What follows belongs to an exercise in optimizing a design on an open flow for small area, a short achievable clock period and few clock cycles per item; a production flow would make more cautious choices.
RTL that was checked went through simulation tests only; none was proved equivalent to the original.

==> inputs of nickel <==
Design cnn_top, start of the top module:
module cnn_top
#(
    parameter int RELU_SHIFT = 4
)
(
    input  logic            clk,
    input  logic            resetn,
    input  logic            weight_tvalid,
    output logic            weight_tready,
    input  cnn_pkg::pixel_t weight_tdata,
    input  logic            image_tvalid,
    output logic            image_tready,
    input  cnn_pkg::pixel_t image_tdata,
    output logic            result_tvalid,
    input  logic            result_tready,
    output cnn_pkg::acc_t   result_tdata,
    output logic            result_tlast
);
    logic [5:0]        wcnt;
    logic              wfull;      
    logic              cwok;       
    logic              wfire;
    logic signed [7:0] ln [0:7][0:4];  
    logic signed [7:0] cw8;            
    logic signed [7:0] cw1 [0:8];      
    logic              fc_rot;
    logic              p1_fc, p2_fc;
    logic              wv_r;       
    logic [5:0]        wi_r;
    logic signed [7:0] wd_r;
    logic              lfull;      
    assign weight_tready = !wfull;
    assign wfire         = weight_tvalid && !wfull;
    always_ff @(posedge clk or negedge resetn)
    begin
        if (!resetn)
        begin
            wcnt <= '0;
            wfull <= 1'b0;
            cwok <= 1'b0;
        end
        else if (wfire)
        begin
            wcnt <= wcnt + 1'b1;
            if (wcnt == 6'd17)
                cwok <= 1'b1;
            if (wcnt == 6'd49)
                wfull <= 1'b1;
        end
    end
    always_ff @(posedge clk or negedge resetn)
    begin
        if (!resetn)
        begin
  ...
Settings: LEC_CHECK=0, ABC_CLOCK_PERIOD_IN_PS=4400, CAP_MARGIN=20, CORE_MARGIN=2, CORE_UTILIZATION=55, SETUP_SLACK_MARGIN=5, SLEW_MARGIN=20; clock period 11.0 ns.
run.sh (not shown) runs the stock make flow with config.mk's settings and CLKGATE_MAP_FILE= SYNTH_SCRIPT=/design/flow/synth_recipe.tcl, a recipe that flattens the netlist after the stock synthesis.
==> inputs of tundra, as changes to nickel <==
--- a/flow/design.v
+++ b/flow/design.v
@@ -3687,85 +3687,66 @@
     input  cnn_pkg::pixel_t image_tdata,
     output logic            result_tvalid,
     input  logic            result_tready,
     output cnn_pkg::acc_t   result_tdata,
     output logic            result_tlast
 );
     logic [5:0]        wcnt;
-    logic              wfull;      
+    logic              wrdy;
     logic              cwok;       
     logic              wfire;
     logic signed [7:0] ln [0:7][0:4];  
     logic signed [7:0] cw8;            
     logic signed [7:0] cw1 [0:8];      
     logic              fc_rot;
-    logic              p1_fc, p2_fc;
-    logic              wv_r;       
-    logic [5:0]        wi_r;
-    logic signed [7:0] wd_r;
-    logic              lfull;      
-    assign weight_tready = !wfull;
-    assign wfire         = weight_tvalid && !wfull;
+    logic              p1_fc, p2_fc, s1_fc;
+    assign weight_tready = wrdy;
+    assign wfire         = weight_tvalid && wrdy;
     always_ff @(posedge clk or negedge resetn)
     begin
         if (!resetn)
         begin
             wcnt <= '0;
-            wfull <= 1'b0;
+            wrdy <= 1'b1;
             cwok <= 1'b0;
         end
         else if (wfire)
         begin
             wcnt <= wcnt + 1'b1;
             if (wcnt == 6'd17)
                 cwok <= 1'b1;
             if (wcnt == 6'd49)
-                wfull <= 1'b1;
-        end
-    end
-    always_ff @(posedge clk or negedge resetn)
-    begin
-        if (!resetn)
-        begin
-            wv_r  <= 1'b0;
-            lfull <= 1'b0;
-        end
-        else
-        begin
-            wv_r  <= wfire;
-            lfull <= wfull;
+                wrdy <= 1'b0;
         end
     end
     always_ff @(posedge clk)
     begin
-        wi_r <= wcnt;
-        wd_r <= weight_tdata;
-        if (wv_r && wi_r == 6'd8)
-            cw8 <= wd_r;
-        if (wv_r && wi_r >= 6'd9 && wi_r <= 6'd17)
+        if (wfire && wcnt == 6'd8)
+            cw8 <= weight_tdata;
+        if (wfire && wcnt >= 6'd9 && !cwok)
         begin
             for (int k = 0; k < 8; k++)
                 cw1[k] <= cw1[k + 1];
-            cw1[8] <= wd_r;
+            cw1[8] <= weight_tdata;
         end
     end
     genvar gm;
     generate
         for (gm = 0; gm < 8; gm++)
         begin : g_lane
             logic home_ld, fc_ld;
-            assign home_ld = wv_r && (wi_r == 6'(gm));
-            assign fc_ld   = wv_r && (wi_r >= 6'd18) && (wi_r[2:0] == 3'(gm + 2));
+            assign home_ld = wfire && (wcnt == 6'(gm));
+            assign fc_ld   = wfire && cwok && (wcnt[2:0] == 3'(gm + 2));
             always_ff @(posedge clk)
             begin
                 if (home_ld || fc_rot)
-                    ln[gm][4] <= !lfull ? wd_r : ln[gm][3];
+                    ln[gm][4] <= wrdy ? weight_tdata : ln[gm][3];
                 if (fc_ld || fc_rot)
                 begin
-                    ln[gm][0] <= !lfull ? wd_r : ln[gm][4];
+                    ln[gm][0] <= wrdy ? weight_tdata : ln[gm][4];
                     ln[gm][1] <= ln[gm][0];
                     ln[gm][2] <= ln[gm][1];
                     ln[gm][3] <= ln[gm][2];
                 end
             end
         end
     endgenerate
@@ -3794,37 +3775,32 @@
                 prow_n = (prow == 3'd5) ? 3'd0 : prow + 1'b1;
             end
             else
                 pcol_n = pcol + 1'b1;
         end
         cwok_n = cwok || (wfire && wcnt == 6'd17);
     end
-    logic              pv_r, wf_r;
-    logic signed [7:0] pd_r;
     always_ff @(posedge clk)
     begin
-        pd_r <= image_tdata;
-        if (pv_r)
+        if (pfire)
         begin
             for (int k = 14; k > 0; k--)
                 sr[k] <= sr[k - 1];
-            sr[0] <= pd_r;
+            sr[0] <= image_tdata;
         end
     end
     logic              cv;          
-    logic              cv_first, cv_last, f0_first, f0_last;
-    logic [1:0]        cv_win, f0_win;
+    logic              cv_first, cv_last;
+    logic [1:0]        cv_win;
     logic [2:0]        ci, ci_n;    
-    logic signed [7:0] a0r [0:8];   
-    logic              fc_load;
+    logic              sel_a;       
     logic              fc_act;      
     logic [1:0]        need;        
     logic [6:0]        feat [0:7];
-    logic [6:0]        feat_nx [0:7];
-    assign fc_rot = ((fc_act || (s1_cv && s1_last)) && lfull && !p1_fc && !p2_fc) || (ci != 3'd0);
+    assign fc_rot = (fc_act && !wrdy && !p1_fc && !p2_fc && !s1_fc) || (ci != 3'd0);
     always_comb
     begin
         ci_n = ci;
         if (fc_rot)
             ci_n = (ci == 3'd4) ? 3'd0 : ci + 1'b1;
     end
     logic [71:0]        a0, b0, a1, b1;
@@ -3835,95 +3811,73 @@
             for (int kc = 0; kc < 3; kc++)
             begin
                 a1[8 * (kr * 3 + kc) +: 8] = sr[(2 - kr) * 6 + (2 - kc)];
                 b1[8 * (kr * 3 + kc) +: 8] = cw1[kr * 3 + kc];
             end
         for (int m = 0; m < 8; m++)
         begin
-            a0[8 * m +: 8] = a0r[m];
+            a0[8 * m +: 8] = sel_a ? a1[8 * m +: 8] : {1'b0, feat[m]};
             b0[8 * m +: 8] = ln[m][4];
         end
-        a0[71:64] = a0r[8];
+        a0[71:64] = sel_a ? a1[71:64] : 8'd0;
         b0[71:64] = cw8;
     end
-    assign fc_load = fc_rot && (ci == 3'd0);
-    always_ff @(posedge clk)
-    begin
-        for (int kr = 0; kr < 3; kr++)
-            for (int kc = 0; kc < 3; kc++)
-            begin
-                if (fc_load)
-                    a0r[kr * 3 + kc] <= (kr * 3 + kc < 8) ? $signed({1'b0, feat_nx[(kr * 3 + kc) & 7]}) : 8'sd0;
-                else if (wf_r)
-                    a0r[kr * 3 + kc] <= (kr == 2 && kc == 2) ? pd_r : sr[(2 - kr) * 6 + (2 - kc) - 1];
-            end
-    end
     dot9 u_dot0 (.clk(clk), .a(a0), .b(b0), .s(dsum0));
     dot9 u_dot1 (.clk(clk), .a(a1), .b(b1), .s(dsum1));
     logic               p1_cv, p1_first, p1_last;
     logic [1:0]         p1_win, p1_cls;
     logic               p2_cv, p2_first, p2_last;
     logic [1:0]         p2_win, p2_cls;
     logic               s1_cv, s1_first, s1_last;
-    logic [1:0]         s1_win;
-    logic [6:0]         s1_q0, s1_q1;
-    logic signed [18:0] sh0, sh1;
-    logic [6:0]         q0, q1;
+    logic [1:0]         s1_win, s1_cls;
+    logic signed [18:0] s1_sum0, s1_sum1;
     always_ff @(posedge clk)
     begin
-        f0_first <= !prow[0] && !pcol[0];
-        f0_last  <= (prow == 3'd5) && (pcol == 3'd5);
-        f0_win   <= {prow >= 3'd4, pcol >= 3'd4};
-        cv_first <= f0_first;
-        cv_last  <= f0_last;
-        cv_win   <= f0_win;
+        cv_first <= !prow[0] && !pcol[0];
+        cv_last  <= (prow == 3'd5) && (pcol == 3'd5);
+        cv_win   <= {prow >= 3'd4, pcol >= 3'd4};
         p1_first <= cv_first;
         p1_last  <= cv_last;
         p1_win   <= cv_win;
         p1_cls   <= 2'(ci - 3'd1);
-        s1_q0    <= q0;
-        s1_q1    <= q1;
+        s1_sum0  <= dsum0;
+        s1_sum1  <= dsum1;
         p2_first <= p1_first;
         p2_last  <= p1_last;
         p2_win   <= p1_win;
         p2_cls   <= p1_cls;
         s1_first <= p2_first;
         s1_last  <= p2_last;
         s1_win   <= p2_win;
+        s1_cls   <= p2_cls;
     end
-    logic [6:0]         old0, old1;
+    logic signed [18:0] sh0, sh1;
+    logic [6:0]         q0, q1, old0, old1;
     logic               racc;
     logic               rv, rlast;
     logic signed [17:0] rdata;
-    assign sh0 = $signed(dsum0) >>> RELU_SHIFT;
-    assign sh1 = $signed(dsum1) >>> RELU_SHIFT;
-    assign q0  = dsum0[18] ? 7'd0 : (sh0 > 19'sd127) ? 7'd127 : sh0[6:0];
-    assign q1  = dsum1[18] ? 7'd0 : (sh1 > 19'sd127) ? 7'd127 : sh1[6:0];
+    assign sh0 = s1_sum0 >>> RELU_SHIFT;
+    assign sh1 = s1_sum1 >>> RELU_SHIFT;
+    assign q0  = s1_sum0[18] ? 7'd0 : (sh0 > 19'sd127) ? 7'd127 : sh0[6:0];
+    assign q1  = s1_sum1[18] ? 7'd0 : (sh1 > 19'sd127) ? 7'd127 : sh1[6:0];
     assign old0 = feat[{1'b0, s1_win}];
     assign old1 = feat[{1'b1, s1_win}];
-    assign racc = p2_fc && fc_act && (p2_cls == need) && (!rv || result_tready);
-    always_comb
+    assign racc = s1_fc && fc_act && (s1_cls == need) && (!rv || result_tready);
+    always_ff @(posedge clk)
     begin
-        for (int i = 0; i < 8; i++)
-            feat_nx[i] = feat[i];
         if (s1_cv)
         begin
-            if (s1_first || s1_q0 > old0)
-                feat_nx[{1'b0, s1_win}] = s1_q0;
-            if (s1_first || s1_q1 > old1)
-                feat_nx[{1'b1, s1_win}] = s1_q1;
+            if (s1_first || q0 > old0)
+                feat[{1'b0, s1_win}] <= q0;
+            if (s1_first || q1 > old1)
+                feat[{1'b1, s1_win}] <= q1;
         end
-    end
-    always_ff @(posedge clk)
-    begin
-        for (int i = 0; i < 8; i++)
-            feat[i] <= feat_nx[i];
         if (racc)
         begin
-            rdata <= dsum0[17:0];
+            rdata <= s1_sum0[17:0];
             rlast <= (need == 2'd3);
         end
     end
     assign result_tvalid = rv;
     assign result_tdata  = {{14{rdata[17]}}, rdata};
     assign result_tlast  = rlast;
     always_comb
@@ -3937,42 +3891,42 @@
     always_ff @(posedge clk or negedge resetn)
     begin
         if (!resetn)
         begin
             prow   <= '0;
             pcol   <= '0;
             itr    <= 1'b0;
+            sel_a  <= 1'b1;
             pend   <= 1'b0;
             cv     <= 1'b0;
-            pv_r   <= 1'b0;
-            wf_r   <= 1'b0;
             ci     <= '0;
             fc_act <= 1'b0;
             need   <= '0;
             p1_cv  <= 1'b0;
             p1_fc  <= 1'b0;
             p2_cv  <= 1'b0;
             p2_fc  <= 1'b0;
             s1_cv  <= 1'b0;
+            s1_fc  <= 1'b0;
             rv     <= 1'b0;
         end
         else
         begin
             prow  <= prow_n;
             pcol  <= pcol_n;
             pend  <= pend_n;
             itr   <= !((prow_n >= 3'd2) && (pcol_n >= 3'd2) && (pend_n || !cwok_n || ci_n != 3'd0));
-            pv_r  <= pfire;
-            wf_r  <= win_fire;
-            cv    <= wf_r;
+            sel_a <= (ci_n == 3'd0);
+            cv    <= win_fire;
             p1_cv <= cv;
             p1_fc <= (ci != 3'd0) && fc_act;
             p2_cv <= p1_cv;
             p2_fc <= p1_fc;
             s1_cv <= p2_cv;
+            s1_fc <= p2_fc;
             ci    <= ci_n;
             if (s1_cv && s1_last)
                 fc_act <= 1'b1;
             if (racc)
             begin
                 need <= need + 1'b1;
                 if (need == 2'd3)
==> summary.txt <==
                                                                                     tundra                       nickel
DR vias                                                                                37931                        38278
CP max stage delay                                                                    970 ps                       620 ps
YS warnings                                                                                5                            8
Worst setup path endpoint                                                       u_dot0.r1560             result_tdata[28]
Most instantiated library cell after synthesis                        sky130_fd_sc_hd__inv_1        sky130_fd_sc_hd__fa_1
Compound-Gate Fraction of Synth Area                                                   2.57%                        1.82%
Footprint of the multi-input gates                                                 32000 um2                    33200 um2
Post-placement cell area                                                           63900 um2                    66000 um2
Result of the run                                                             finished clean               finished clean
First-pass GRT wire length                                                            278 mm                       275 mm
Type of the worst setup path                                          flip-flop to flip-flop  flip-flop to primary output
Fin crit period                                                                      5480 ps                      4090 ps
Worst-case hold path end point                                                     p2_win[1]                     p2_first
Maximum fanout count along the critical path                                              61                           15
Hold Startpoint                                                                    p1_win[1]                     p1_first
Adder-cell share of the synthesized area                                               36.7%                        35.3%
Count of placed standard cells in the final layout, fillers left out                    6753                         6929
Half-perimeter wire length after detailed placement                                   153 mm                       150 mm
Relative slew margins                                                                  19.6%                        24.8%
Sequential cell area fraction in the yosys report                                      40.0%                        41.1%
Well-tap cell count                                                                     1488                         1524
Testbench counts of nickel, summed over its fixed seeds: cycles 2,464, images 64.
For tundra, only the layout was checked, not whether the RTL still works.

[port drivers added, routing unchanged]
The flow's constraints put no driver on any port. The routed layouts listed below were extracted and timed again, unchanged, in two steps.
Step 1 assumes that a clkbuf_16 drives the clock port and a buf_2 every other input.
Step 2 times the ports against the registers' clock, not the clock port: input delays grow and output delays shrink by t, the midpoint of the rising clock arrivals with the driver on.
Three values: ideal ports, drivers, drivers and shift; two values: the first two.
| run | shift t [ns] | setup slack, ns | clock arrival spread, ns | cell pins on the clock port's net |
|---|---|---|---|---|
| nickel | 0.807 | 6.914 / 6.833 / 6.874 | 0.052 / 0.052 | 1 |
| tundra | 0.783 | 5.519 / 5.519 / 5.519 | 0.074 / 0.075 | 1 |
After both steps setup and hold are still met in every run listed. The setup slack of nickel, which loses most, moves by -0.081 ns with the drivers and by -0.040 ns with both steps.
